Background: an optimization exercise with open tools, aiming at small area. Do not read the settings as production practice. Function was checked by simulation only, so behaviour that the tests miss may differ from the original. Power and IR drop assume default switching activity.

**flow/run.sh**
```bash
#!/bin/bash
# synth_recipe.tcl (not shown) runs the flow's synth.tcl, then flattens the netlist and writes it again
# the make line also repeats each setting of config.mk as NAME=value (left out here)
make -C /OpenROAD-flow-scripts/flow DESIGN_CONFIG=/design/flow/config.mk WORK_HOME=/design/flow/orfs CLKGATE_MAP_FILE= SYNTH_SCRIPT=/design/flow/synth_recipe.tcl finish
```
**flow/config.mk**
```make
export PLATFORM = sky130hd
export DESIGN_NAME = nrf_spi_responder
export DESIGN_NICKNAME = nrf_spi_responder
export VERILOG_FILES = /design/flow/design.v
export SDC_FILE = /design/flow/constraint.sdc
export NUM_CORES = 4
export LEC_CHECK = 0
export CAP_MARGIN = 20
export CORE_MARGIN = 2
export CORE_UTILIZATION = 40
export SLEW_MARGIN = 20
```
**flow/design.v**
```verilog
module nrf_spi_responder (
   input  logic       CLOCK_50,
   input  logic       RESET,
   input  logic       NRF_SCK,
   input  logic       NRF_CSN,
   input  logic       NRF_MOSI,
   output logic       NRF_MISO,
   output logic       NRF_IRQ,
   input  logic       rx_wr_en,
   input  logic [7:0] rx_wr_data,
   input  logic       rx_commit,
   output logic       rx_full,
   input  logic       tx_rd_en,
   output logic [7:0] tx_rd_data,
   output logic       tx_avail
);
   localparam logic [1:0] StIdle = 2'd0, StCmd = 2'd1, StData = 2'd2, StIgnore = 2'd3;
   localparam logic [1:0] CmdRReg = 2'd0, CmdWReg = 2'd1, CmdRRx = 2'd2, CmdWTx = 2'd3;
   logic [1:0] sck_sync_q, mosi_sync_q, csn_sync_q;
   logic       sck_prev_q;
   always_ff @(posedge CLOCK_50) begin
      sck_sync_q  <= {sck_sync_q[0], NRF_SCK};
      mosi_sync_q <= {mosi_sync_q[0], NRF_MOSI};
      sck_prev_q  <= sck_sync_q[1];
   end
   always_ff @(posedge CLOCK_50 or posedge RESET) begin
      if (RESET) csn_sync_q <= 2'b11;
      else       csn_sync_q <= {csn_sync_q[0], NRF_CSN};
   end
   logic sck_s, csn_s, mosi_s, sck_rise, sck_fall;
   assign sck_s    = sck_sync_q[1];
   assign csn_s    = csn_sync_q[1];
   assign mosi_s   = mosi_sync_q[1];
   assign sck_rise = sck_s & ~sck_prev_q;
   assign sck_fall = ~sck_s & sck_prev_q;
   logic [1:0] state_q;
   logic [1:0] cmd_q;
   logic [2:0] bit_cnt_q;
   logic [6:0] shift_in_q;
   logic [7:0] shift_out_q;
   logic       miso_q;
   logic [4:0] addr_q;
   logic       addr_ovf_q;
   logic       rx_dr_q, tx_ds_q;
   logic       rx_full_q, rx_read_q;
   logic [5:0] rx_wr_ptr_q, rx_hwm_q;
   logic       tx_avail_q, tx_wrote_q;
   logic [5:0] tx_ptr_q;
   logic [7:0] tx_rd_data_q;
   logic [31:0][7:0] reg_q;
   logic [31:0][7:0] rx_buf_q;
   logic [31:0][7:0] tx_buf_q;
   logic idle, in_cmd, in_data, spi_start, spi_end, byte_done;
   assign idle      = (state_q == StIdle);
   assign in_cmd    = (state_q == StCmd);
   assign in_data   = (state_q == StData);
   assign spi_start = ~csn_s & idle;
   assign spi_end   = csn_s & ~idle;
   assign byte_done = sck_rise & (bit_cnt_q == 3'd7) & ~csn_s & ~idle;
   logic [7:0] rx_byte, status;
   logic       is_rreg, is_wreg, is_rrx, is_wtx, is_ftx, is_frx;
   assign rx_byte = {shift_in_q, mosi_s};
   assign status  = {1'b0, rx_dr_q, tx_ds_q, 1'b0, rx_full_q ? 3'b000 : 3'b111, tx_avail_q};
   assign is_rreg = (rx_byte[7:5] == 3'b000);
   assign is_wreg = (rx_byte[7:5] == 3'b001);
   assign is_rrx  = (rx_byte == 8'h61);
   assign is_wtx  = (rx_byte == 8'hA0) & ~tx_avail_q;
   assign is_ftx  = (rx_byte == 8'hE1);
   assign is_frx  = (rx_byte == 8'hE2);
   logic cmd_done, data_done, wreg_wr, wtx_wr, rrx_rd;
   assign cmd_done  = byte_done & in_cmd;
   assign data_done = byte_done & in_data;
   assign wreg_wr   = data_done & (cmd_q == CmdWReg);
   assign wtx_wr    = data_done & (cmd_q == CmdWTx) & (tx_ptr_q != 6'd0);
   assign rrx_rd    = data_done & (cmd_q == CmdRRx);
   logic [4:0] rd_addr, addr_next;
   logic       addr_carry;
   assign rd_addr = in_cmd ? {rx_byte[4:1], rx_byte[0] & ~rx_byte[6]} : addr_q;
   assign {addr_carry, addr_next} = rd_addr + {4'd0, ~(in_cmd & is_wreg)};
   logic [7:0] reg_rd, rx_rd, out_byte;
   logic [31:0] rd_sel;
   always_comb begin
      reg_rd = 8'h00;
      rx_rd  = 8'h00;
      for (int i = 0; i < 32; i++) begin
         rd_sel[i] = (rd_addr == 5'(i));
         reg_rd = reg_rd | ({8{rd_sel[i]}} & ((i == 7) ? status : reg_q[i]));
         rx_rd  = rx_rd  | ({8{rd_sel[i]}} & rx_buf_q[i]);
      end
   end
   logic sel_reg, sel_rx, rx_valid;
   assign sel_reg  = in_cmd ? is_rreg : in_data & (cmd_q == CmdRReg);
   assign sel_rx   = in_cmd ? is_rrx  : in_data & (cmd_q == CmdRRx);
   assign rx_valid = ~(in_data & addr_ovf_q) & ({1'b0, rd_addr} < rx_hwm_q);
   assign out_byte = (sel_reg ? reg_rd : 8'h00) | ((sel_rx & rx_valid) ? rx_rd : 8'h00);
   always_ff @(posedge CLOCK_50 or posedge RESET) begin
      if (RESET) state_q <= StIdle;
      else if (spi_start) state_q <= StCmd;
      else if (spi_end) state_q <= StIdle;
      else if (cmd_done) state_q <= (is_rreg | is_wreg | is_rrx | is_wtx) ? StData : StIgnore;
   end
   always_ff @(posedge CLOCK_50) begin
      if (spi_start) begin
         bit_cnt_q   <= 3'd0;
         shift_out_q <= {status[6:0], 1'b0};
         miso_q      <= status[7];
         rx_read_q   <= 1'b0;
         tx_wrote_q  <= 1'b0;
      end else if (spi_end) begin
         bit_cnt_q <= 3'd0;
         miso_q    <= 1'b0;
      end else if (!idle) begin
         if (sck_rise) begin
            shift_in_q <= rx_byte[6:0];
            bit_cnt_q  <= bit_cnt_q + 3'd1;
            if (bit_cnt_q == 3'd7) shift_out_q <= out_byte;
         end else if (sck_fall) begin
            miso_q      <= shift_out_q[7];
            shift_out_q <= {shift_out_q[6:0], 1'b0};
         end
      end
      if (cmd_done) begin
         cmd_q <= is_rreg ? CmdRReg : is_wreg ? CmdWReg : is_rrx ? CmdRRx : CmdWTx;
      end
      if (cmd_done | data_done) begin
         addr_q     <= addr_next;
         addr_ovf_q <= ~in_cmd & (addr_ovf_q | addr_carry);
      end
      if (rrx_rd) rx_read_q <= 1'b1;
      if (wtx_wr) tx_wrote_q <= 1'b1;
   end
   assign NRF_MISO = miso_q & ~idle;
   function automatic logic [7:0] reg_rst(int a);
      case (a)
         0:       reg_rst = 8'h08;
         1:       reg_rst = 8'h3F;
         2, 3, 4: reg_rst = 8'h03;
         5:       reg_rst = 8'h02;
         6:       reg_rst = 8'h0E;
         default: reg_rst = 8'h00;
      endcase
   endfunction
   for (genvar i = 0; i < 32; i++) begin : g_reg
      always_ff @(posedge CLOCK_50 or posedge RESET) begin
         if (RESET) reg_q[i] <= reg_rst(i);
         else if (i != 7 && wreg_wr && addr_q == 5'(i)) reg_q[i] <= rx_byte;
      end
   end
   logic rx_wr, rx_cm;
   assign rx_wr = ~rx_full_q & rx_wr_en & ~rx_wr_ptr_q[5];
   assign rx_cm = ~rx_full_q & rx_commit & (rx_wr_ptr_q != 6'd0);
   for (genvar i = 0; i < 32; i++) begin : g_rx
      always_ff @(posedge CLOCK_50) begin
         if (rx_wr && rx_wr_ptr_q[4:0] == 5'(i)) rx_buf_q[i] <= rx_wr_data;
      end
   end
   always_ff @(posedge CLOCK_50 or posedge RESET) begin
      if (RESET) begin
         rx_wr_ptr_q <= 6'd0;
         rx_hwm_q    <= 6'd0;
         rx_full_q   <= 1'b0;
         rx_dr_q     <= 1'b0;
      end else begin
         if (cmd_done && is_frx) begin
            rx_full_q   <= 1'b0;
            rx_wr_ptr_q <= 6'd0;
         end
         if (spi_end && rx_read_q) rx_full_q <= 1'b0;
         if (wreg_wr && addr_q == 5'd7 && rx_byte[6]) rx_dr_q <= 1'b0;
         if (rx_wr) begin
            rx_wr_ptr_q <= rx_wr_ptr_q + 6'd1;
            if (rx_wr_ptr_q == rx_hwm_q) rx_hwm_q <= rx_wr_ptr_q + 6'd1;
         end
         if (rx_cm) begin
            rx_full_q   <= 1'b1;
            rx_dr_q     <= 1'b1;
            rx_wr_ptr_q <= 6'd0;
         end
      end
   end
   always_ff @(posedge CLOCK_50) begin
      if (wtx_wr) tx_buf_q <= {rx_byte, tx_buf_q[31:1]};
   end
   logic [7:0] tx_rd;
   always_comb begin
      tx_rd = 8'h00;
      for (int i = 0; i < 32; i++)
         tx_rd = tx_rd | ({8{tx_ptr_q[4:0] == 5'(i)}} & tx_buf_q[i]);
   end
   logic tx_load, tx_pop;
   assign tx_load = spi_end & tx_wrote_q;
   assign tx_pop  = tx_rd_en & tx_avail_q;
   always_ff @(posedge CLOCK_50) begin
      if (cmd_done && is_wtx) tx_ptr_q <= 6'd32;
      else if (wtx_wr) tx_ptr_q <= tx_ptr_q - 6'd1;
      else if (tx_load || (tx_pop && !tx_ptr_q[5])) tx_ptr_q <= tx_ptr_q + 6'd1;
   end
   always_ff @(posedge CLOCK_50 or posedge RESET) begin
      if (RESET) begin
         tx_avail_q   <= 1'b0;
         tx_rd_data_q <= 8'h00;
         tx_ds_q      <= 1'b0;
      end else begin
         if (tx_pop) begin
            if (tx_ptr_q[5]) tx_avail_q <= 1'b0;
            else             tx_rd_data_q <= tx_rd;
         end
         if (cmd_done && is_ftx) tx_avail_q <= 1'b0;
         if (tx_load) begin
            tx_avail_q   <= 1'b1;
            tx_ds_q      <= 1'b1;
            tx_rd_data_q <= tx_rd;
         end
         if (wreg_wr && addr_q == 5'd7 && rx_byte[5]) tx_ds_q <= 1'b0;
      end
   end
   assign rx_full    = rx_full_q;
   assign tx_avail   = tx_avail_q;
   assign tx_rd_data = tx_rd_data_q;
   logic irq_q;
   always_ff @(posedge CLOCK_50 or posedge RESET) begin
      if (RESET) irq_q <= 1'b1;
      else       irq_q <= ~((rx_dr_q & ~reg_q[0][6]) | (tx_ds_q & ~reg_q[0][5]));
   end
   assign NRF_IRQ = irq_q;
endmodule
```
**flow/constraint.sdc**
```tcl
create_clock -name core_clock -period 10.0 [get_ports {CLOCK_50}]
set_input_delay 2.0000 -clock core_clock [delete_from_list [all_inputs] [get_ports {CLOCK_50}]]
set_output_delay 2.0000 -clock core_clock [all_outputs]
set_load 0.01 [all_outputs]
```
==> results.toml, run 1 <==
[sta]
post-route-min-period_ps = 4390
final-max-slew-violation-count = 0
fin_tns_setup_ps = 0
hold_viol = 0
rsz0062_at_grt = "false"
worstMarginPinSlew_ps = 1240
setup_viol = 0
fin_skew_ps = 36.3
relSlewSlack_pct = 16.6
period_share_pct = 43.9
fmax_ghz = 0.228

[clock_network]
clock_latency_ps = 680
post-cts-setup-buffers = 0
cts_resized = 0
postCtsHoldBufs = 0
clockBufferDepth = 3
htree_levels = 3
root_buffer = "clkbuf_16"
clk_pin_slew_ps = 60
cts_tree = "built"
cts_made_buffers = 87
cts.sink_count = 829

[critical_path]
critPathKind = "flop to flop"
worst_ep_arrival_time_ps = 4800
r2r-start = "state_q[1]"
cp_max_fo = 46
cp-start-kind = "flop"
endpoint_kind = "flop"
cp.required_ps = 10410
crit_start = "state_q[1]"

[placement]
io_buffers = 27
hpwlAfterDp_um = 76000
gp_congestion = 0.991

[grt]
grt_pass1_wl_um = 166000
grt_max_degree = 99
grt_pass1_vias = 22300
antenna_found_initial = 0
track_usage_pct = 26.8
grt.overflow.total = 0

[logic_synthesis]
async_flop_share_pct = 33.4
ys_seq_elements = 829
yosys_warnings = 1
netlist_area_sq_um = 33800
yosys_most_used_dff = "edfxtp_1"
ys_types = 79
avgSynthCellArea_sq_um = 15.0
synth_cells = 2248
yosysSeqAreaShare_pct = 69.1
synth_edf_count = 533

[pwr]
ir_drop_mv = 0.162
cellLeakagePower_nw = 14.2
powerDensity_nw_per_um2 = 209
power_w = 0.00806

[drt]
drtAntennaViolNets = 0
post_drt_via_cell_ratio = 6.38
drt_first_pass_iters = 7
drcViolationCount = 0
wire_per_inst_um = 33.0
dr_total_vias = 22600
drt_iter0_drc = 3380
finalWirelength_um = 117000

[final_layout]
final_common_cell = "edfxtp_1"
final_cell_mix = "533 x edfxtp_1, 257 x dfrtp_1, 251 x mux2_2, 199 x a22oi_1, 121 x nor2_1"
drive_gt1_share_pct = 22.8
final_nets = 2366
areaGrowthSynthToFinish_pct = 14.0

[die]
row_count = 106
num_io_pins = 28
die-area_sq_um = 86800
core_area_sq_um = 83700
die_x_um = 295
start_util_pct = 40.4
die_y_um = 295

[hold_path]
hold_class = "flop to flop"
hp-start = "mosi_sync_q[0]"

[run_status]
status = "complete, no violations"

[run]
cap_violations = 0
## cells in the mapped netlist (all sizes together) (7+ instances only)
cell | n | share of area [%]
a22oi | 199 | 4.4
clkbuf | 66 | 0.73
and2 | 21 | 0.39
inv | 37 | 0.41
nor3 | 52 | 0.98
nand2 | 106 | 1.2
a222oi | 17 | 0.50
a221oi | 63 | 1.6
a22o | 55 | 1.4
nor2 | 131 | 1.5
ha | 22 | 0.82
nor4 | 9 | 0.17
a32oi | 12 | 0.31
o211ai | 7 | 0.16
o21ai | 25 | 0.37
nor2b | 10 | 0.19
a21oi | 42 | 0.62
nand4 | 33 | 0.61
mux2i | 22 | 0.76
buf | 42 | 0.81
dfxtp | 19 | 1.1
dfrtp | 257 | 19
xor2 | 7 | 0.18
dfstp | 20 | 1.6
o22ai | 21 | 0.39
nand2b | 11 | 0.20
edfxtp | 533 | 47
nand3 | 38 | 0.56
mux2 | 256 | 8.6
xnor2 | 10 | 0.26
## sequential cells by signal (all words and copies together), names as in the netlist, 5 cells and up
signal,flops
rx_wr_ptr_q,6
rx_buf_q,256
reg_q,248
tx_buf_q,256
rx_hwm_q,6
tx_ptr_q,6
shift_out_q,8
shift_in_q,7
addr_q,5
tx_rd_data_q,8
## layer usage
| metal | track usage, % | wire, um | up-vias |
|---|---|---|---|
| met1 | 35.3 | 44800 | 11600 |
| met5 | 0 | 0 | - |
| li1 | - | - | 9060 |
| met2 | 40.1 | 51700 | 1566 |
| met3 | 7.19 | 12800 | 374 |
| met4 | 15.1 | 7500 | 0 |
## kinds of logic (layout without fill, tap and decap cells)
logic type,Yosys count,in the layout,share of synthesized area [%]
flops,829,829,69.1
compound gates,509,509,11.7
simple gates,447,447,6.62
mux,278,278,9.34
buf+inv,145,299,1.96
fa+ha+maj,23,23,0.874
xor+xnor,17,17,0.441
other cells,0,1,0
## final cells by class
| type | instances | area (sq um) |
|---|---|---|
| Timing Repair Buffer | 98 | 774 |
| Antenna cell | 1 | 2.50 |
| Clock buffer | 115 | 2380 |
| Inverter | 37 | 154 |
| Sequential cell | 829 | 23300 |
| Tap cell | 1134 | 1420 |
| Multi-Input combinational cell | 1274 | 9880 |
| Clock inverter | 49 | 539 |
| Fill cell | 7258 | 45200 |
## critical path, cell delays in order, from the launching register on
cell,delay [ps]
dfrtp_1,440
nand2b_2,680
a21oi_4,380
buf_4,650
nor3_4,290
a22oi_1,300
nand4_1,170
a2111oi_0,560
nor4b_2,440
o221ai_1,160
## power breakdown
group | internal, W | switching, W
Clock | 0.00190 | 0.00142
Sequential | 0.00369 | 0.0000439
Combinational | 0.000241 | 0.000763
## through the flow
stage                     cell area (sq um)  utilization, %  setup WS [ps]  instances  hold slack [ps]
after global routing                  38500            46.0           5440       3536              345
after CTS                             38500            46.0           5630       3536              330
after detailed placement              35600            42.5           5350       3372              318
final                                 38500            46.0           5610       3537              325
after floorplan                       33800               -            396       2248              310
after global placement                35500            42.4           5420       3369              316
## worst paths after layout
path	to	slack, ps	cells after the start
worst max-delay path	shift_out_q[3]	5610	9
worst min-delay path	mosi_sync_q[1]	330	0
worst max register to register	shift_out_q[3]	5610	9
worst min register to register	mosi_sync_q[1]	330	0
max in group asynchronous	reg_q[215]	6010	4
min in group asynchronous	reg_q[210]	1890	2
==> run 2: changes to the inputs <==
--- a/flow/design.v
+++ b/flow/design.v
@@ -140,10 +140,22 @@
          default: reg_rst = 8'h00;
       endcase
    endfunction
+   logic rst_seen_q;
+   always_ff @(posedge CLOCK_50 or posedge RESET) begin
+      if (RESET) rst_seen_q <= 1'b1;
+      else       rst_seen_q <= 1'b0;
+   end
    for (genvar i = 0; i < 32; i++) begin : g_reg
-      always_ff @(posedge CLOCK_50 or posedge RESET) begin
-         if (RESET) reg_q[i] <= reg_rst(i);
-         else if (i != 7 && wreg_wr && addr_q == 5'(i)) reg_q[i] <= rx_byte;
+      if (i == 7) begin : g_status
+         always_ff @(posedge CLOCK_50) reg_q[i] <= 8'h00;
+      end else begin : g_store
+         logic       en;
+         logic [7:0] d;
+         assign en = rst_seen_q | (wreg_wr && addr_q == 5'(i));
+         assign d  = (rx_byte & ~{8{rst_seen_q}}) | (reg_rst(i) & {8{rst_seen_q}});
+         always_ff @(posedge CLOCK_50) begin
+            if (en) reg_q[i] <= d;
+         end
       end
    end
    logic rx_wr, rx_cm;
--- a/flow/config.mk
+++ b/flow/config.mk
@@ -8,4 +8,5 @@
 export CAP_MARGIN = 20
 export CORE_MARGIN = 2
 export CORE_UTILIZATION = 40
+export CTS_BUF_LIST = sky130_fd_sc_hd__clkbuf_4
 export SLEW_MARGIN = 20
==> results.toml, run 2 <==
[run_status]
status = "complete, no violations"

[grt]
grt.busiest_layer = "met2"
use_met1_pct = 34.9
grt_pass1_wl_um = 148000
grt.overflow.total = 0
track_usage_pct = 25.4
antenna_found_initial = 2
met3_usage_pct = 6.88
grt_pass1_vias = 20400
met2_usage_pct = 37.6
grt_max_degree = 115

[die]
num_io_pins = 28
core_area_sq_um = 79000
die_x_um = 286
row_count = 103
start_util_pct = 40.4
die_y_um = 286
die-area_sq_um = 82000

[critical_path]
cpPeakStageDelay_ps = 500
endpoint_kind = "output pin"
r2r-start = "state_q[1]"
worst_ep_arrival_time_ps = 2680
critPathSlowestCell = "dfrtp_1"
path_buf_inv = 1
cp_max_fo = 13
critPathKind = "flop to output pin"
crit_chain = "or2_2, and2_1, clkdlybuf4s50_1"
crit_family = "simple AND/OR/NAND/NOR gates"
r2r_cells = 8
rr_endpoint = "shift_out_q[4]"
cp.required_ps = 8000
cp-start-kind = "flop"
ff2ff_setup_slack_ps = 5790

[logic_synthesis]
yosys_warnings = 1
netlist_area_sq_um = 31900
yosysTopAreaCellShare_pct = 73.6
yosys_most_used_dff = "edfxtp_1"
yosys.area.top_type = "edfxtp_1"
yosysSeqAreaShare_pct = 77.1
synthTopCellsByCount = "781 x edfxtp_1, 230 x a22oi_1, 117 x nand2_1, 105 x nor2_1, 65 x clkbuf_1"
synth_most_common_cell = "edfxtp_1"
yosys-top-cells-area = "edfxtp_1 74%, a22oi_1 5.4%, dfrtp_1 2.0%"
synth_edf_count = 781
avgSynthCellArea_sq_um = 16.1
async_flop_share_pct = 3.61
synth_cells = 1979
ys_types = 85
ys_seq_elements = 830

[final_layout]
drive_gt1_share_pct = 20.1
multi_input_area_sq_um = 6840
final_nets = 2241
fillers = 6874
areaGrowthSynthToFinish_pct = 14.3
final_cell_mix = "781 x edfxtp_1, 283 x clkbuf_4, 230 x a22oi_1, 117 x nand2_1, 100 x nor2_1"
final_common_cell = "edfxtp_1"
reg.largest.list = "rx_buf_q (256), tx_buf_q (256), reg_q (248)"
seq_area_sq_um = 24600

[clock_network]
clock_latency_ps = 1100
cts_resized = 0
postCtsHoldBufs = 0
cts.sink_count = 830
post-cts-setup-buffers = 0
clk_pin_slew_ps = 70
cts_made_buffers = 203
root_buffer = "clkbuf_4"
clockBufferDepth = 3
cts_tree = "built"
htree_levels = 4

[drt]
finalWirelength_um = 105000
dr_total_vias = 21000
post_drt_via_cell_ratio = 6.15
drt_iter0_drc = 3420
drcViolationCount = 0
drtAntennaViolNets = 0
wire_per_inst_um = 30.6
drt_first_pass_iters = 6

[sta]
post-route-min-period_ps = 4680
fin_skew_ps = 85.8
final-max-slew-violation-count = 0
period_share_pct = 46.8
setup_viol = 0
worstMarginPinSlew_ps = 1240
fmax_ghz = 0.214
fin_tns_setup_ps = 0
hold_viol = 0
rsz0062_at_grt = "false"
relSlewSlack_pct = 16.9

[run]
cap_violations = 0

[hold_path]
whs_path_depth = 0
min_to = "mosi_sync_q[1]"
hold_class = "flop to flop"
hp-start = "mosi_sync_q[0]"

[placement]
gp_congestion = 0.943
hpwlAfterDp_um = 67500
io_buffers = 27

[pwr]
cellLeakagePower_nw = 12.3
power_w = 0.00815
powerDensity_nw_per_um2 = 224
ir_drop_mv = 0.100
## run 2: cell count changes after synthesis, moves of 16 or more
cell,before,now
edfxtp_1,533,781
mux2_2,251,5
dfrtp_1,257,26
a22oi_1,199,230
nor2_1,129,105
and3_1,6,25
o21ai_0,22,41
a221oi_1,63,46
o22ai_1,21,4
dfstp_2,20,4
## run 2: cell type report
class                           instances  share of cell area [%]
Antenna cell                            7                  0.0481
Multi-Input combinational cell       1017                    18.8
Timing Repair Buffer                  115                    2.48
Tap cell                             1050                    3.61
Clock buffer                          283                    5.83
Clock inverter                         78                    1.39
Inverter                               36                   0.391
Sequential cell                       830                    67.5
## run 2: report_power, final
part | total, W | internal (W) | switching [W]
clock network | 0.00284 | 0.00139 | 0.00144
logic | 0.00127 | 0.000409 | 0.000857
registers | 0.00405 | 0.00393 | 0.000115
total | 0.00815 | 0.00573 | 0.00242
## run 2: per-stage QoR
stage	setup WS, ps	instance area (sq um)	std cells	util (%)	hold WS, ps
detailed placement	5480	33800	3047	42.7	331
CTS	5220	36400	3408	46.1	358
floorplan	1600	31900	1979	-	310
global placement	5570	33700	3044	42.7	320
global route	5200	36400	3416	46.1	367
finish	5320	36400	3416	46.1	343
## run 2: worst register-to-register path, stage by stage (launching register included)
cell and delay (ps):
dfrtp_1 500, and2b_1 630, mux2i_1 990, and3_1 1010, a22oi_1 360, nand2_1 160
nor3_1 70, a31oi_1 260, a2111o_1 150
## run 2: per-layer routing
metal | up-vias | share of wire [%]
li1 | 8626 | -
met1 | 10500 | 39
met2 | 1601 | 45
met3 | 258 | 12
met4 | 0 | 4.2
met5 | - | 0
## run 2: how the worst max path moves through the flow
stage	startpoint	end	slack (ps)	depth (start not counted)
final	state_q[1]	NRF_MISO	5320	3
after global routing	state_q[0]	NRF_MISO	5200	3
after CTS	state_q[0]	NRF_MISO	5220	3
after detailed placement	rx_wr_en	rx_buf_q[50]	5480	5
after global placement	rx_wr_en	rx_buf_q[81]	5570	5
after floorplan	bit_cnt_q[0]	tx_ptr_q[5]	1600	15
## run 2: cell families after synthesis
group	after synthesis	share of synthesized area (%)
other	1	0.0118
DFF	830	77.1
and+or+nand+nor	463	7.26
xor gates and xnor gates	18	0.494
adders and majority gates	22	0.887
buffers and inverters	132	1.81
AOI/OAI and AO/OA	494	11.8
muxes	19	0.644
==> run 3: changes to the inputs <==
--- a/flow/config.mk
+++ b/flow/config.mk
@@ -8,5 +8,4 @@
 export CAP_MARGIN = 20
 export CORE_MARGIN = 2
 export CORE_UTILIZATION = 40
-export CTS_BUF_LIST = sky130_fd_sc_hd__clkbuf_4
 export SLEW_MARGIN = 20
==> results.toml, run 3 <==
[logic_synthesis]
yosys-top-cells-area = "edfxtp_1 74%, a22oi_1 5.4%, dfrtp_1 2.0%"
netlist_area_sq_um = 31900
async_flop_share_pct = 3.61
yosys_most_used_dff = "edfxtp_1"
yosys.area.top_type = "edfxtp_1"
synth_edf_count = 781
ys_types = 85
synth_most_common_cell = "edfxtp_1"
yosysSeqAreaShare_pct = 77.1
yosysTopAreaCellShare_pct = 73.6
synthTopCellsByCount = "781 x edfxtp_1, 230 x a22oi_1, 117 x nand2_1, 105 x nor2_1, 65 x clkbuf_1"
yosys_warnings = 1
avgSynthCellArea_sq_um = 16.1
synth_cells = 1979
ys_seq_elements = 830

[drt]
dr_total_vias = 20300
post_drt_via_cell_ratio = 6.35
drt_first_pass_iters = 5
finalWirelength_um = 104000
drtAntennaViolNets = 0
drt_iter0_drc = 3468
drcViolationCount = 0
wire_per_inst_um = 32.3

[critical_path]
cp_max_fo = 13
worst_ep_arrival_time_ps = 2250
endpoint_kind = "output pin"
cp-start-kind = "flop"
critPathKind = "flop to output pin"
cp.required_ps = 8000

[sta]
fin_skew_ps = 27.6
period_share_pct = 42.5
fin_tns_setup_ps = 0
relSlewSlack_pct = 19.0
final-max-slew-violation-count = 0
hold_viol = 0
setup_viol = 0
worstMarginPinSlew_ps = 1210
post-route-min-period_ps = 4250
fmax_ghz = 0.235
rsz0062_at_grt = "false"

[die]
die_x_um = 286
row_count = 103
die_y_um = 286
num_io_pins = 28
die-area_sq_um = 82000
start_util_pct = 40.4
core_area_sq_um = 79000

[final_layout]
finish.utilization_pct = 46.2
drive_gt1_share_pct = 13.4
final_nets = 2123
areaGrowthSynthToFinish_pct = 14.4
final_common_cell = "edfxtp_1"
num_antenna_cells = 0
reg.largest.list = "rx_buf_q (256), tx_buf_q (256), reg_q (248)"
final_cell_mix = "781 x edfxtp_1, 230 x a22oi_1, 117 x nand2_1, 100 x nor2_1, 86 x buf_4"

[grt]
met3_usage_pct = 6.17
antenna_found_initial = 0
grt_pass1_wl_um = 145000
track_usage_pct = 24.9
grt_max_degree = 115
use_met1_pct = 34.8
grt_pass1_vias = 19200
grt.overflow.total = 0
grt.busiest_layer = "met2"
met2_usage_pct = 37.4

[clock_network]
cts_made_buffers = 83
cts.sink_count = 830
postCtsHoldBufs = 0
cts_tree = "built"
clockBufferDepth = 3
root_buffer = "clkbuf_16"
htree_levels = 3
clk_pin_slew_ps = 60
clock_latency_ps = 660
post-cts-setup-buffers = 0
cts_resized = 0

[pwr]
powerDensity_nw_per_um2 = 230
cellLeakagePower_nw = 12.1
power_w = 0.00840
ir_drop_mv = 0.120

[run]
cap_violations = 0

[placement]
hpwlAfterDp_um = 67500
io_buffers = 27
gp_congestion = 0.943

[run_status]
status = "complete, no violations"

[hold_path]
hold_class = "flop to flop"
run 3: cell counts after synthesis:
No cell type changed its count.
run 3: per-stage QoR:
step                      cell area, sq um  instances  hold WS, ps  setup WS, ps
after global placement               33700       3044          320          5570
final                                36500       3201          336          5750
after detailed placement             33800       3047          331          5480
after global routing                 36500       3201          354          5680
after floorplan                      31900       1979          310          1600
after CTS                            36400       3198          345          5730
run 3: critical path, stage by stage, from the launching register on:
cell and delay (ps):
dfrtp_1 500, or2_2 420, and2_1 210, clkdlybuf4s50_1 490
run 3: cell type report:
cell class                      instances  area [sq um]
Fill cell                            6724         42500
Timing Repair Buffer                  117           917
Sequential cell                       830         24600
Tap cell                             1050          1310
Clock buffer                          103          2240
Clock inverter                         48           440
Multi-Input combinational cell       1017          6840
Inverter                               36           143
run 3: logic make-up after synthesis:
group	count (synthesis)	share of synthesized area, %
and+or+nand+nor	463	7.26
xor gates and xnor gates	18	0.494
other	1	0.0118
buffers and inverters	132	1.81
adders and majority gates	22	0.887
DFF	830	77.1
muxes	19	0.644
AOI/OAI and AO/OA	494	11.8
run 3: final timing paths:
check | start | to | slack (ps) | cells after the start
setup / recovery | state_q[1] | NRF_MISO | 5750 | 3
hold / removal | mosi_sync_q[0] | mosi_sync_q[1] | 340 | 0
setup reg to reg | state_q[1] | shift_out_q[3] | 5920 | 9
hold reg to reg | mosi_sync_q[0] | mosi_sync_q[1] | 340 | 0
max in group asynchronous | RESET | tx_ds_q | 7490 | 2
min in group asynchronous | RESET | rx_wr_ptr_q[4] | 1890 | 2
run 3: layer usage:
layer / routed length, um / up-vias
met1: 40500 / 10300
met5: 0 / -
met4: 4260 / 0
li1: - / 8239
met2: 46300 / 1508
met3: 12400 / 247
run 3: report_power, final:
group	leakage [nW]	total (W)	internal, W	switching (W)
sequential	7.82	0.00405	0.00393	0.000117
clock	1.29	0.00308	0.00171	0.00136
combinational	2.98	0.00127	0.000410	0.000860
total	12.1	0.00840	0.00606	0.00234
==> run 4: changes to the inputs <==
==> flow/flow/run.sh (new file) <==
#!/bin/bash
# Standard layout with two changes: the buffers abc put into the netlist are removed at
# floorplan (repair_design puts back what slew and capacitance need), and the clock tree uses
# small clock buffers without dummy loads.
set -e
export REMOVE_ABC_BUFFERS=1
export CTS_ARGS="-sink_clustering_enable -repair_clock_nets -buf_list sky130_fd_sc_hd__clkbuf_4 -dont_use_dummy_load"
bash standard.sh > standard.log 2>&1
==> flow/standard.sh (new file) <==
#!/bin/bash
# synth_recipe.tcl (not shown) runs the flow's synth.tcl, then flattens the netlist and writes it again
# the make line also repeats each setting of config.mk as NAME=value (left out here)
make -C /OpenROAD-flow-scripts/flow DESIGN_CONFIG=/design/flow/config.mk WORK_HOME=/design/flow/orfs CLKGATE_MAP_FILE= SYNTH_SCRIPT=/design/flow/synth_recipe.tcl "${@:-finish}"
removed: flow/run.sh
==> results.toml, run 4 <==
[run_status]
status = "complete, no violations"

[clock_network]
root_buffer = "clkbuf_4"
clock_latency_ps = 1080
cts_resized = 0
postCtsHoldBufs = 0
htree_levels = 4
clockBufferDepth = 3
cts_tree = "built"
cts_made_buffers = 208
post-cts-setup-buffers = 0
clk_pin_slew_ps = 60
cts.sink_count = 830

[sta]
final-max-slew-violation-count = 0
relSlewSlack_pct = 14.7
worstMarginPinSlew_ps = 1280
hold_viol = 0
fmax_ghz = 0.215
period_share_pct = 46.5
whs_ps = 320
fin_skew_ps = 134
rsz0062_at_grt = "false"
setup_viol = 0
post-route-min-period_ps = 4650
fin_tns_setup_ps = 0

[drt]
drt_first_pass_iters = 8
met3_length_um = 12100
drtAntennaViolNets = 0
finalWirelength_um = 103000
wire_per_inst_um = 31.6
dr.max_layer_used = "met5"
drcViolationCount = 0
wl_met2_um = 47200
drt_iter0_drc = 3499
dr_total_vias = 20800
post_drt_via_cell_ratio = 6.41
met1Wirelength_um = 38300

[final_layout]
areaGrowthSynthToFinish_pct = 10.6
final_nets = 2238
reg.largest.list = "rx_buf_q (256), tx_buf_q (256), reg_q (248)"
final_cell_mix = "781 x edfxtp_1, 230 x a22oi_1, 208 x clkbuf_4, 117 x nand2_1, 105 x nor2_1"
fillers = 6956
drive_gt1_share_pct = 16.3
final_common_cell = "edfxtp_1"

[critical_path]
cp-start-kind = "flop"
crit_family = "buffers and inverters"
path_buf_inv = 1
cpPeakStageDelay_ps = 580
crit_start = "state_q[0]"
r2r-start = "state_q[1]"
endpoint_kind = "output pin"
worst_ep_arrival_time_ps = 2650
cp_max_fo = 12
crit_cells = 3
critPathKind = "flop to output pin"
critPathSlowestCell = "clkdlybuf4s50_1"
r2r_cells = 9
crit_chain = "or2_2, and2_1, clkdlybuf4s50_1"
cp.required_ps = 8000
ff2ff_setup_slack_ps = 5890
rr_endpoint = "shift_out_q[7]"
critPathCapture = "NRF_MISO"

[placement]
gp_congestion = 0.939
io_buffers = 27
hpwlAfterDp_um = 65900

[logic_synthesis]
yosysTopAreaCellShare_pct = 73.6
yosys_warnings = 1
synth_most_common_cell = "edfxtp_1"
synth_edf_count = 781
ys_types = 85
async_flop_share_pct = 3.61
yosysSeqAreaShare_pct = 77.1
yosys.area.top_type = "edfxtp_1"
yosys-top-cells-area = "edfxtp_1 74%, a22oi_1 5.4%, dfrtp_1 2.0%"
yosys_most_used_dff = "edfxtp_1"
ys_seq_elements = 830
synth_cells = 1979
synthTopCellsByCount = "781 x edfxtp_1, 230 x a22oi_1, 117 x nand2_1, 105 x nor2_1, 65 x clkbuf_1"
netlist_area_sq_um = 31900
avgSynthCellArea_sq_um = 16.1

[run]
cap_violations = 0

[hold_path]
hold_class = "flop to flop"

[die]
die_x_um = 286
row_count = 103
num_io_pins = 28
start_util_pct = 40.4
die-area_sq_um = 82000
die_y_um = 286
core_area_sq_um = 79000

[pwr]
cellLeakagePower_nw = 11.7
power_w = 0.00744
ir_drop_mv = 0.107
powerDensity_nw_per_um2 = 211

[grt]
antenna_found_initial = 3
grt_pass1_vias = 20200
grt.overflow.total = 0
grt_pass1_wl_um = 145000
grt_max_degree = 110
track_usage_pct = 24.8
[run 4: per-layer routing]
layer | global-route usage, % | vias up
li1 | - | 8431
met1 | 32.9 | 10400
met2 | 38.3 | 1675
met3 | 6.06 | 295
met4 | 12.4 | 2
met5 | 0 | -
[run 4: final cells by class]
cell class              count  area (sq um)  share of cell area, %
repair buffers            107           832                   2.36
diodes                      3          7.51                 0.0213
well taps                1050          1310                   3.72
multi-input cells        1017          6830                   19.4
flip-flops and latches    830         24600                   69.7
inverters                  36           143                  0.404
clock buffers             208          1560                   4.43
[run 4: worst min-delay path by stage]
stage | startpoint | end | depth (start not counted)
2_1_floorplan | mosi_sync_q[0] | mosi_sync_q[1] | 0
3_3_place_gp | mosi_sync_q[0] | mosi_sync_q[1] | 0
3_5_place_dp | mosi_sync_q[0] | mosi_sync_q[1] | 0
4_1_cts | csn_sync_q[0] | csn_sync_q[1] | 0
5_1_grt | csn_sync_q[0] | csn_sync_q[1] | 0
6_report | csn_sync_q[0] | csn_sync_q[1] | 0
[run 4: report_power, final]
part           internal (W)  leakage, nW  switching [W]
Combinational      0.000403         2.92       0.000847
Clock              0.000936        0.957        0.00120
Sequential          0.00394         7.82       0.000114
[run 4: cells by family after synthesis]
family / share of synthesized area [%]
xor gates and xnor gates: 0.494
buffers and inverters: 1.81
muxes: 0.644
and+or+nand+nor: 7.26
AOI/OAI and AO/OA: 11.8
other: 0.0118
adders and majority gates: 0.887
DFF: 77.1
[run 4: stage by stage]
step	cells	util, %	setup slack [ps]	area (sq um)
after floorplan	1883	-	1580	31400
after global placement	3037	42.6	5550	33700
after detailed placement	3038	42.6	5520	33700
after CTS	3246	44.6	5270	35200
after global routing	3251	44.6	5270	35300
final	3251	44.6	5350	35300
==> run 5: changes to the inputs <==
--- a/flow/flow/run.sh
+++ b/flow/flow/run.sh
@@ -4,5 +4,5 @@
 # small clock buffers without dummy loads.
 set -e
 export REMOVE_ABC_BUFFERS=1
-export CTS_ARGS="-sink_clustering_enable -repair_clock_nets -buf_list sky130_fd_sc_hd__clkbuf_4 -dont_use_dummy_load"
+export CTS_ARGS="-sink_clustering_enable -repair_clock_nets -buf_list sky130_fd_sc_hd__clkbuf_8 -sink_clustering_size 15 -sink_clustering_max_diameter 50 -dont_use_dummy_load"
 bash standard.sh > standard.log 2>&1
==> results.toml, run 5 <==
[logic_synthesis]
avgSynthCellArea_sq_um = 16.1
synth_cells = 1979
synthTopCellsByCount = "781 x edfxtp_1, 230 x a22oi_1, 117 x nand2_1, 105 x nor2_1, 65 x clkbuf_1"
yosysSeqAreaShare_pct = 77.1
yosysTopAreaCellShare_pct = 73.6
yosys_most_used_dff = "edfxtp_1"
synth_most_common_cell = "edfxtp_1"
async_flop_share_pct = 3.61
synth_edf_count = 781
netlist_area_sq_um = 31900
yosys.area.top_type = "edfxtp_1"
ys_types = 85
ys_seq_elements = 830
yosys_warnings = 1
yosys-top-cells-area = "edfxtp_1 74%, a22oi_1 5.4%, dfrtp_1 2.0%"

[sta]
period_share_pct = 43.4
worstMarginPinSlew_ps = 1240
setup_viol = 0
relSlewSlack_pct = 17.0
whs_ps = 324
timing.final.ws_setup_ps = 5660
hold_viol = 0
fmax_ghz = 0.231
final-max-slew-violation-count = 0
rsz0062_at_grt = "false"
fin_tns_setup_ps = 0
fin_skew_ps = 112
post-route-min-period_ps = 4340

[drt]
drt_first_pass_iters = 6
finalWirelength_um = 101000
met1Wirelength_um = 38000
drtAntennaViolNets = 0
post_drt_via_cell_ratio = 6.43
drcViolationCount = 0
wl_met2_um = 46000
drt_iter0_drc = 3363
wire_per_inst_um = 32.3
dr.max_layer_used = "met5"
met3_length_um = 11400
dr_total_vias = 20100

[critical_path]
critPathKind = "flop to output pin"
cp.required_ps = 8000
path_buf_inv = 1
worst_ep_arrival_time_ps = 2340
critPathSlowestCell = "clkdlybuf4s50_1"
endpoint_kind = "output pin"
cp-start-kind = "flop"
crit_chain = "or2_2, and2_1, clkdlybuf4s50_1"
crit_family = "simple AND/OR/NAND/NOR gates"
r2r_cells = 9
cpPeakStageDelay_ps = 510
cp_max_fo = 13
crit_cells = 3

[run]
cap_violations = 0

[clock_network]
root_buffer = "clkbuf_8"
cts.sink_count = 830
htree_levels = 3
clk_pin_slew_ps = 90
clock_latency_ps = 710
cts_tree = "built"
clockBufferDepth = 3
post-cts-setup-buffers = 0
postCtsHoldBufs = 0
cts_resized = 0
cts_made_buffers = 88

[grt]
grt_max_degree = 110
antenna_found_initial = 3
grt_pass1_wl_um = 142000
grt_pass1_vias = 19200
track_usage_pct = 24.4
grt.overflow.total = 0

[die]
start_util_pct = 40.4
die_x_um = 286
core_area_sq_um = 79000
num_io_pins = 28
row_count = 103
die_y_um = 286
die-area_sq_um = 82000

[pwr]
powerDensity_nw_per_um2 = 205
cellLeakagePower_nw = 11.4
ir_drop_mv = 0.0997

[hold_path]
hold_class = "flop to flop"
whs_path_depth = 0

[final_layout]
areaGrowthSynthToFinish_pct = 9.47
reg.largest.list = "rx_buf_q (256), tx_buf_q (256), reg_q (248)"
final_cell_mix = "781 x edfxtp_1, 230 x a22oi_1, 117 x nand2_1, 105 x nor2_1, 88 x clkbuf_8"
postLayoutCellArea_sq_um = 34900
final_nets = 2116
final_common_cell = "edfxtp_1"
fin_cells = 3127
drive_gt1_share_pct = 11.4

[run_status]
status = "complete, no violations"

[placement]
gp_congestion = 0.939
placed_cell_area_sq_um = 33700
pre_cts_ws_ps = 5520
hpwlAfterDp_um = 65900
dpl.cell_count = 3038
io_buffers = 27
run 5: cell families (layout without fill, tap and decap cells):
group,count (synthesis),count (layout),share of synthesized area [%]
flops,830,830,77.1
fa+ha+maj,22,22,0.887
compound gates,494,494,11.8
buf+inv,132,229,1.81
xor+xnor,18,18,0.494
mux,19,19,0.644
other cells,1,2,0.0118
simple gates,463,463,7.26
run 5: cell type report:
cell class                 count  area [sq um]
antenna                        1          2.50
clock buffer                  88          1210
fill                        6876         44100
inverter                      36           143
multi-input combinational   1017          6830
sequential                   830         24600
tap                         1050          1310
timing repair buffer         105           816
run 5: routing by layer:
metal	vias to the layer above	GRT usage, %
met1	10100	32.8
met4	4	12.0
met5	-	0
li1	8116	-
met2	1535	37.7
met3	329	5.19
run 5: where the power goes:
part,total (W),switching [W],internal (W),leakage (nW)
Sequential,0.00404,0.000112,0.00393,7.82
Clock,0.00188,0.00110,0.000780,0.633
Combinational,0.00125,0.000845,0.000402,2.91
Total,0.00717,0.00206,0.00511,11.4
run 5: final timing paths:
check	slack, ps	startpoint	end
setup / recovery	5660	state_q[1]	NRF_MISO
hold reg to reg	320	csn_sync_q[0]	csn_sync_q[1]
setup reg to reg	5870	state_q[1]	shift_out_q[7]
hold / removal	320	csn_sync_q[0]	csn_sync_q[1]
min in group asynchronous	1830	RESET	tx_rd_data_q[6]
max in group asynchronous	7520	RESET	tx_rd_data_q[7]
run 5: through the flow:
step | power, W | utilization, %
floorplan | 0.00473 | -
global placement | 0.00532 | 42.6
detailed placement | 0.00533 | 42.6
CTS | 0.00717 | 44.2
global route | 0.00739 | 44.2
finish | 0.00717 | 44.2
==> run 6: changes to the inputs <==
==> flow/flow/run.sh (replaced) <==
#!/bin/bash
# Standard layout with two changes: the buffers abc put into the netlist are removed at
# floorplan (repair_design puts back what slew and capacitance need), and the clock tree uses
# small clock buffers without dummy loads.
set -e
export REMOVE_ABC_BUFFERS=1
export CTS_ARGS="-sink_clustering_enable -repair_clock_nets -buf_list sky130_fd_sc_hd__clkbuf_16 -sink_clustering_size 28 -sink_clustering_max_diameter 70 -dont_use_dummy_load"
bash standard.sh > standard.log 2>&1
==> results.toml, run 6 <==
[sta]
hold_viol = 0
worstMarginPinSlew_ps = 1220
whs_ps = 313
fin_skew_ps = 115
setup_viol = 0
relSlewSlack_pct = 18.2
post-route-min-period_ps = 4260
fmax_ghz = 0.235
period_share_pct = 42.6
final-max-slew-violation-count = 0
rsz0062_at_grt = "false"
fin_tns_setup_ps = 0

[critical_path]
endpoint_kind = "output pin"
r2r_cells = 9
worst_ep_arrival_time_ps = 2260
critPathCapture = "NRF_MISO"
rr_endpoint = "shift_out_q[7]"
critPathKind = "flop to output pin"
cp.required_ps = 8000
cp-start-kind = "flop"
crit_start = "state_q[1]"
r2r-start = "state_q[1]"
cp_max_fo = 13
ff2ff_setup_slack_ps = 5870

[die]
num_io_pins = 28
core_area_sq_um = 79000
start_util_pct = 40.4
die_y_um = 286
die_x_um = 286
die-area_sq_um = 82000
row_count = 103

[logic_synthesis]
ys_types = 85
yosys_most_used_dff = "edfxtp_1"
async_flop_share_pct = 3.61
netlist_area_sq_um = 31900
synth_cells = 1979
yosysSeqAreaShare_pct = 77.1
synthTopCellsByCount = "781 x edfxtp_1, 230 x a22oi_1, 117 x nand2_1, 105 x nor2_1, 65 x clkbuf_1"
synth_most_common_cell = "edfxtp_1"
yosysTopAreaCellShare_pct = 73.6
avgSynthCellArea_sq_um = 16.1
yosys_warnings = 1
ys_seq_elements = 830
synth_edf_count = 781
yosys.area.top_type = "edfxtp_1"
yosys-top-cells-area = "edfxtp_1 74%, a22oi_1 5.4%, dfrtp_1 2.0%"

[drt]
drt_iter0_drc = 3484
drtAntennaViolNets = 0
drcViolationCount = 0
post_drt_via_cell_ratio = 6.44
wire_per_inst_um = 32.7
drt_first_pass_iters = 7
finalWirelength_um = 101000
dr_total_vias = 19900

[grt]
antenna_found_initial = 2
grt_pass1_vias = 18900
grt_pass1_wl_um = 141000
track_usage_pct = 24.1
grt.overflow.total = 0
grt_max_degree = 110

[final_layout]
final_cell_mix = "781 x edfxtp_1, 230 x a22oi_1, 117 x nand2_1, 105 x nor2_1, 78 x buf_4"
fin_cells = 3085
drive_gt1_share_pct = 9.59
fillers = 6861
areaGrowthSynthToFinish_pct = 9.22
reg.largest.list = "rx_buf_q (256), tx_buf_q (256), reg_q (248)"
final_common_cell = "edfxtp_1"
final_nets = 2074
multi_input_area_sq_um = 6820
seq_area_sq_um = 24600

[pwr]
power_w = 0.00715
cellLeakagePower_nw = 11.3
powerDensity_nw_per_um2 = 205
ir_drop_mv = 0.139

[run]
cap_violations = 0

[clock_network]
clock_latency_ps = 650
root_buffer = "clkbuf_16"
postCtsHoldBufs = 0
clk_pin_slew_ps = 110
htree_levels = 2
clockBufferDepth = 3
post-cts-setup-buffers = 0
cts_resized = 0
cts_made_buffers = 45
cts_tree = "built"
cts.sink_count = 830

[run_status]
status = "complete, no violations"

[placement]
hpwlAfterDp_um = 65900
gp_congestion = 0.939
dpl.cell_count = 3038
io_buffers = 27

[hold_path]
hold_class = "flop to flop"
==> run 6: changes by cell type in the layout (fill, tap and decap cells not counted) <==
cell       before  now
buf_6           0    1
clkbuf_16       0   45
clkbuf_8       88    0
nor2b_2         5    6
nor2b_4         3    2
==> run 6: logic make-up (layout without fill, tap and decap cells) <==
kind of cell | after synthesis | after routing | synth area share, %
compound gates | 494 | 494 | 11.8
xor+xnor | 18 | 18 | 0.494
fa+ha+maj | 22 | 22 | 0.887
buf+inv | 132 | 187 | 1.81
flops | 830 | 830 | 77.1
mux | 19 | 19 | 0.644
other cells | 1 | 2 | 0.0118
simple gates | 463 | 463 | 7.26
==> run 6: metal layers <==
metal | wire, um | GRT usage [%] | share of wire, % | vias up
met5 | 28 | 0 | 0.028 | -
met4 | 4930 | 10.6 | 4.9 | 4
met3 | 10500 | 4.17 | 10 | 262
met2 | 46900 | 38.1 | 47 | 1434
met1 | 38400 | 32.8 | 38 | 10100
li1 | - | - | - | 8037
==> run 6: critical path, cell delays in order, from the launching register on <==
cell             delay, ps
dfrtp_1                500
or2_2                  410
and2_1                 260
clkdlybuf4s50_1        510
==> run 6: worst min-delay path by stage <==
stage                         startpoint        endpoint  slack [ps]  depth (start not counted)
final                      csn_sync_q[0]   csn_sync_q[1]         310                          0
after global routing       csn_sync_q[0]   csn_sync_q[1]         310                          0
after CTS                  csn_sync_q[0]   csn_sync_q[1]         310                          0
after detailed placement  mosi_sync_q[0]  mosi_sync_q[1]         320                          0
after global placement    mosi_sync_q[0]  mosi_sync_q[1]         320                          0
after floorplan           mosi_sync_q[0]  mosi_sync_q[1]         310                          0
==> run 6: where the power goes <==
part | total (W) | switching [W] | internal, W
logic | 0.00125 | 0.000847 | 0.000402
clock network | 0.00186 | 0.00106 | 0.000801
registers | 0.00404 | 0.000112 | 0.00393
==> run 6: layout make-up <==
class	count	share of cell area, %
inverter	36	0.410
sequential	830	70.6
multi-input combinational	1017	19.6
tap	1050	3.77
antenna	1	0.00719
timing repair buffer	106	2.38
clock buffer	45	3.23
==> run 6: metrics by stage <==
stage                     instance area, sq um  utilization, %  setup WS [ps]
after CTS                                34800            44.0           5740
after detailed placement                 33700            42.6           5520
after floorplan                          31400               -           1580
final                                    34800            44.1           5740
after global routing                     34800            44.1           5690
after global placement                   33700            42.6           5550
==> run 7: changes to the inputs <==
==> flow/flow/run.sh (replaced) <==
#!/bin/bash
# Standard layout with two changes: the buffers abc put into the netlist are removed at
# floorplan (repair_design puts back what slew and capacitance need), and the clock tree uses
# small clock buffers without dummy loads.
set -e
export REMOVE_ABC_BUFFERS=1
export CTS_ARGS="-sink_clustering_enable -repair_clock_nets -buf_list sky130_fd_sc_hd__clkbuf_8 -sink_clustering_size 18 -sink_clustering_max_diameter 60 -dont_use_dummy_load"
bash standard.sh > standard.log 2>&1
==> results.toml, run 7 <==
[final_layout]
drive_gt1_share_pct = 10.6
final_nets = 2096
final_common_cell = "edfxtp_1"
reg.largest.list = "rx_buf_q (256), tx_buf_q (256), reg_q (248)"
final_cell_mix = "781 x edfxtp_1, 230 x a22oi_1, 117 x nand2_1, 105 x nor2_1, 78 x buf_4"
areaGrowthSynthToFinish_pct = 8.59
fillers = 6901
num_antenna_cells = 0

[drt]
post_drt_via_cell_ratio = 6.48
drtAntennaViolNets = 0
drcViolationCount = 0
finalWirelength_um = 101000
wire_per_inst_um = 32.6
dr_total_vias = 20100
drt_iter0_drc = 3624
drt_first_pass_iters = 6

[pwr]
cellLeakagePower_nw = 11.2
powerDensity_nw_per_um2 = 201
ir_drop_mv = 0.0975
power_w = 0.00696

[die]
die-area_sq_um = 82000
num_io_pins = 28
die_x_um = 286
start_util_pct = 40.4
die_y_um = 286
core_area_sq_um = 79000
row_count = 103

[clock_network]
clock_latency_ps = 720
cts.sink_count = 830
clk_pin_slew_ps = 80
post-cts-setup-buffers = 0
root_buffer = "clkbuf_8"
clockBufferDepth = 3
postCtsHoldBufs = 0
cts_made_buffers = 68
htree_levels = 3
cts_resized = 0
cts_tree = "built"

[critical_path]
endpoint_kind = "output pin"
cpPeakStageDelay_ps = 510
critPathSlowestCell = "dfrtp_1"
rr_endpoint = "shift_out_q[7]"
r2r-start = "state_q[0]"
crit_chain = "or2_2, and2_1, clkdlybuf4s50_1"
cp_max_fo = 12
critPathKind = "flop to output pin"
r2r_cells = 9
ff2ff_setup_slack_ps = 5820
cp-start-kind = "flop"
cp.required_ps = 8000
worst_ep_arrival_time_ps = 2310

[logic_synthesis]
synthTopCellsByCount = "781 x edfxtp_1, 230 x a22oi_1, 117 x nand2_1, 105 x nor2_1, 65 x clkbuf_1"
yosys_most_used_dff = "edfxtp_1"
yosys.area.top_type = "edfxtp_1"
ys_types = 85
yosys-top-cells-area = "edfxtp_1 74%, a22oi_1 5.4%, dfrtp_1 2.0%"
yosysSeqAreaShare_pct = 77.1
ys_seq_elements = 830
avgSynthCellArea_sq_um = 16.1
netlist_area_sq_um = 31900
synth_most_common_cell = "edfxtp_1"
async_flop_share_pct = 3.61
synth_edf_count = 781
yosys_warnings = 1
yosysTopAreaCellShare_pct = 73.6
synth_cells = 1979

[sta]
worstMarginPinSlew_ps = 1220
fin_tns_setup_ps = 0
rsz0062_at_grt = "false"
setup_viol = 0
final-max-slew-violation-count = 0
timing.final.ws_setup_ps = 5690
hold_viol = 0
fin_skew_ps = 128
period_share_pct = 43.1
fmax_ghz = 0.232
relSlewSlack_pct = 18.9
post-route-min-period_ps = 4310

[grt]
grt_pass1_vias = 19000
grt.busiest_layer = "met2"
met3_usage_pct = 5.15
met2_usage_pct = 37.9
antenna_found_initial = 2
use_met1_pct = 32.7
track_usage_pct = 24.3
grt.overflow.total = 0
grt_max_degree = 110
grt_pass1_wl_um = 142000

[hold_path]
min_to = "mosi_sync_q[1]"
hold_class = "flop to flop"
whs_path_depth = 0
hp-start = "mosi_sync_q[0]"

[placement]
io_buffers = 27
gp_congestion = 0.939
pre_cts_ws_ps = 5520
hpwlAfterDp_um = 65900

[run_status]
status = "complete, no violations"

[run]
cap_violations = 0
## run 7: cell counts after synthesis
No cell type changed its count.
## run 7: critical path: cells and delay by family (launching register included)
kind	cells	cell delay [ps]
and+or+nand+nor	2	660
DFF	1	510
buffers and inverters	1	500
## run 7: metal layers
| layer | routed length (um) | part of all wire [%] | up-vias |
|---|---|---|---|
| met2 | 46600 | 46 | 1448 |
| met4 | 5160 | 5.1 | 2 |
| met1 | 38800 | 38 | 10300 |
| met3 | 10800 | 11 | 273 |
| li1 | - | - | 8080 |
| met5 | 13 | 0.013 | - |
## run 7: per-stage QoR
| step | hold WS [ps] | std cells | cell area, sq um | utilization [%] |
|---|---|---|---|---|
| 2_1_floorplan | 310 | 1883 | 31400 | - |
| 3_3_place_gp | 318 | 3037 | 33700 | 42.6 |
| 3_5_place_dp | 322 | 3038 | 33700 | 42.6 |
| 4_1_cts | 331 | 3106 | 34600 | 43.8 |
| 5_1_grt | 343 | 3106 | 34600 | 43.8 |
| 6_report | 325 | 3106 | 34600 | 43.8 |
## run 7: how the worst max path moves through the flow
stage | startpoint | end | slack (ps) | depth (start not counted)
4_1_cts | state_q[1] | NRF_MISO | 5660 | 3
2_1_floorplan | sck_prev_q | tx_ptr_q[5] | 1580 | 14
5_1_grt | state_q[0] | NRF_MISO | 5610 | 3
6_report | state_q[0] | NRF_MISO | 5690 | 3
3_5_place_dp | rx_wr_en | rx_buf_q[2] | 5520 | 5
3_3_place_gp | rx_wr_en | rx_buf_q[6] | 5550 | 5
## run 7: cell families (layout without fill, tap and decap cells)
kind of cell / count (synthesis) / count (layout) / synth area share, %
other: 1 / 1 / 0.0118
adder cells (fa/ha/maj): 22 / 22 / 0.887
AND/OR/NAND/NOR: 463 / 463 / 7.26
XOR/XNOR: 18 / 18 / 0.494
multiplexers: 19 / 19 / 0.644
flip-flops: 830 / 830 / 77.1
AO/OA/AOI/OAI: 494 / 494 / 11.8
buffers and inverters: 132 / 209 / 1.81
## run 7: power by group
part	switching, W	leakage [nW]	total [W]	internal [W]
Clock	0.00106	0.489	0.00167	0.000611
Sequential	0.000114	7.82	0.00404	0.00393
Combinational	0.000849	2.91	0.00125	0.000402
## run 7: area by class of cell
| type | count | area (sq um) | area share, % |
|---|---|---|---|
| Sequential cell | 830 | 24600 | 71.0 |
| Multi-Input combinational cell | 1017 | 6830 | 19.7 |
| Tap cell | 1050 | 1310 | 3.79 |
| Clock buffer | 68 | 936 | 2.70 |
| Timing Repair Buffer | 105 | 816 | 2.36 |
| Inverter | 36 | 143 | 0.412 |
==> run 8: changes to the inputs <==
--- a/flow/config.mk
+++ b/flow/config.mk
@@ -5,7 +5,7 @@
 export SDC_FILE = /design/flow/constraint.sdc
 export NUM_CORES = 4
 export LEC_CHECK = 0
-export CAP_MARGIN = 20
+export CAP_MARGIN = 0
 export CORE_MARGIN = 2
 export CORE_UTILIZATION = 40
-export SLEW_MARGIN = 20
+export SLEW_MARGIN = 0
==> results.toml, run 8 <==
[grt]
grt_pass1_vias = 19100
track_usage_pct = 24.3
grt_pass1_wl_um = 142000
grt_max_degree = 110
antenna_found_initial = 1
grt.overflow.total = 0

[critical_path]
critPathKind = "flop to output pin"
cp_max_fo = 13
path_buf_inv = 1
critPathSlowestCell = "dfrtp_1"
cp.required_ps = 8000
crit_family = "simple AND/OR/NAND/NOR gates"
endpoint_kind = "output pin"
cpPeakStageDelay_ps = 510
r2r_cells = 7
crit_chain = "or2_2, and2_1, clkdlybuf4s50_1"
r2r-start = "state_q[1]"
ff2ff_setup_slack_ps = 5850
worst_ep_arrival_time_ps = 2330
cp-start-kind = "flop"
rr_endpoint = "shift_out_q[6]"

[pwr]
cellLeakagePower_nw = 11.2
ir_drop_mv = 0.102
powerDensity_nw_per_um2 = 201

[final_layout]
finish.utilization_pct = 43.8
final_cell_mix = "781 x edfxtp_1, 230 x a22oi_1, 117 x nand2_1, 105 x nor2_1, 77 x buf_4"
areaGrowthSynthToFinish_pct = 8.46
drive_gt1_share_pct = 10.4
final_common_cell = "edfxtp_1"
reg.largest.list = "rx_buf_q (256), tx_buf_q (256), reg_q (248)"
final_nets = 2094
postLayoutCellArea_sq_um = 34600

[clock_network]
cts_resized = 0
clock_latency_ps = 730
root_buffer = "clkbuf_8"
postCtsHoldBufs = 0
cts.sink_count = 830
cts_made_buffers = 67
clk_pin_slew_ps = 90
htree_levels = 3
post-cts-setup-buffers = 0
cts_tree = "built"
clockBufferDepth = 3

[logic_synthesis]
yosysTopAreaCellShare_pct = 73.6
yosys_warnings = 1
avgSynthCellArea_sq_um = 16.1
synth_most_common_cell = "edfxtp_1"
ys_types = 85
synth_cells = 1979
yosysSeqAreaShare_pct = 77.1
yosys-top-cells-area = "edfxtp_1 74%, a22oi_1 5.4%, dfrtp_1 2.0%"
yosys.area.top_type = "edfxtp_1"
netlist_area_sq_um = 31900
synth_edf_count = 781
async_flop_share_pct = 3.61
synthTopCellsByCount = "781 x edfxtp_1, 230 x a22oi_1, 117 x nand2_1, 105 x nor2_1, 65 x clkbuf_1"
yosys_most_used_dff = "edfxtp_1"
ys_seq_elements = 830

[sta]
fin_tns_setup_ps = 0
fin_skew_ps = 136
timing.final.ws_setup_ps = 5670
rsz0062_at_grt = "false"
final-max-slew-violation-count = 0
period_share_pct = 43.3
relSlewSlack_pct = 5.25
worstMarginPinSlew_ps = 1410
post-route-min-period_ps = 4330
hold_viol = 0
fmax_ghz = 0.231
setup_viol = 0
whs_ps = 325

[placement]
pre_cts_ws_ps = 5520
gp_congestion = 0.939
placed_cell_area_sq_um = 33700
io_buffers = 27
hpwlAfterDp_um = 65700

[drt]
drtAntennaViolNets = 0
post_drt_via_cell_ratio = 6.39
drt_iter0_drc = 3363
drt_first_pass_iters = 5
finalWirelength_um = 101000
dr_total_vias = 19900
wire_per_inst_um = 32.4
drcViolationCount = 0

[hold_path]
whs_path_depth = 0
hp-start = "mosi_sync_q[0]"
hold_class = "flop to flop"
min_to = "mosi_sync_q[1]"

[die]
die-area_sq_um = 82000
start_util_pct = 40.4
core_area_sq_um = 79000
row_count = 103
num_io_pins = 28
die_y_um = 286
die_x_um = 286

[run_status]
status = "complete, no violations"

[run]
cap_violations = 0
==> run 8: cell counts after synthesis <==
No cell type changed its count.
==> run 8: how the worst max path moves through the flow <==
stage	depth (start not counted)	from	end
after CTS	3	state_q[1]	NRF_MISO
after global routing	3	state_q[0]	NRF_MISO
after global placement	5	rx_wr_en	rx_buf_q[6]
final	3	state_q[1]	NRF_MISO
after floorplan	14	sck_prev_q	tx_ptr_q[5]
after detailed placement	5	rx_wr_en	rx_buf_q[2]
==> run 8: power breakdown <==
part	internal, W	total, W	switching, W
clock network	0.000602	0.00165	0.00105
logic	0.000399	0.00124	0.000843
registers	0.00393	0.00404	0.000113
==> run 8: stage by stage <==
step	total power, W	instances
2_1_floorplan	0.00473	1883
3_3_place_gp	0.00532	3037
3_5_place_dp	0.00533	3037
4_1_cts	0.00693	3104
5_1_grt	0.00716	3105
6_report	0.00694	3105
==> run 8: worst register-to-register path: stages, from the launching register on <==
cell and delay [ps]:
dfrtp_1 510, and2b_1 630, mux2i_1 1020, and3_1 980
a22oi_1 230, nand4_1 300, o41a_1 270, o31a_1 150
==> run 8: kinds of logic (layout without fill, tap and decap cells) <==
kind of cell	count (synthesis)	count (layout)	synth area share (%)
buf+inv	132	207	1.81
fa+ha+maj	22	22	0.887
flops	830	830	77.1
xor+xnor	18	18	0.494
compound gates	494	494	11.8
other cells	1	2	0.0118
simple gates	463	463	7.26
mux	19	19	0.644
==> run 8: routing by layer <==
layer | wire (um) | up-vias | GRT usage (%)
met5 | 0 | - | 0
met4 | 5470 | 0 | 11.3
met3 | 11000 | 269 | 4.71
met2 | 46400 | 1430 | 38.1
met1 | 37700 | 10100 | 32.7
li1 | - | 8070 | -
==> run 8: area by class of cell <==
| cell class | count | area (sq um) |
|---|---|---|
| fillers | 6842 | 44400 |
| flip-flops and latches | 830 | 24600 |
| multi-input cells | 1017 | 6800 |
| well taps | 1050 | 1310 |
| clock buffers | 67 | 922 |
| repair buffers | 104 | 808 |
| inverters | 36 | 143 |
| diodes | 1 | 2.50 |

[afterwards: timing with drivers on the ports]
In the flow no input, the clock included, has a driving cell. The finished layouts below were timed again as built, in two steps. Step 1 (the two cells are an assumption about what drives the block):
set clk [get_ports {CLOCK_50}]
set_driving_cell -lib_cell sky130_fd_sc_hd__clkbuf_16 $clk
set_driving_cell -lib_cell sky130_fd_sc_hd__buf_2 [delete_from_list [all_inputs] $clk]
Step 2, shift: input delay + t, output delay - t, t = (earliest + latest rising clock arrival at the registers) / 2. This alone moves slack from input paths to output paths. a / b / c = no drivers / after step 1 / after step 2; a / b = the first two.
run	t, ns	setup WS [ns]	worst hold slack (ns)	worst setup path after step 2	pins driven straight from the clock port
run 1	0.728	5.606 / 5.560 / 5.328	0.325 / 0.325 / 0.325	input, reset recovery	1
run 2	1.127	5.321 / 5.261 / 5.386	0.343 / 0.343 / 0.343	input to register	1
run 3	0.704	5.748 / 5.685 / 5.396	0.336 / 0.336 / 0.336	input to register	1
run 4	1.073	5.351 / 5.296 / 5.412	0.320 / 0.320 / 0.320	input to register	1
run 5	0.737	5.664 / 5.599 / 5.432	0.324 / 0.324 / 0.324	input to register	1
run 6	0.655	5.741 / 5.677 / 5.491	0.313 / 0.313 / 0.313	input to register	1
run 7	0.721	5.686 / 5.623 / 5.494	0.325 / 0.325 / 0.325	input to register	1
run 8	0.726	5.671 / 5.602 / 5.474	0.325 / 0.325 / 0.325	input to register	1
After both steps every run listed still meets setup and hold. For run 3, which loses most, drivers alone change the setup slack by -0.063 ns; drivers and shift together by -0.352 ns. The worst setup slack also covers recovery checks on asynchronous resets.
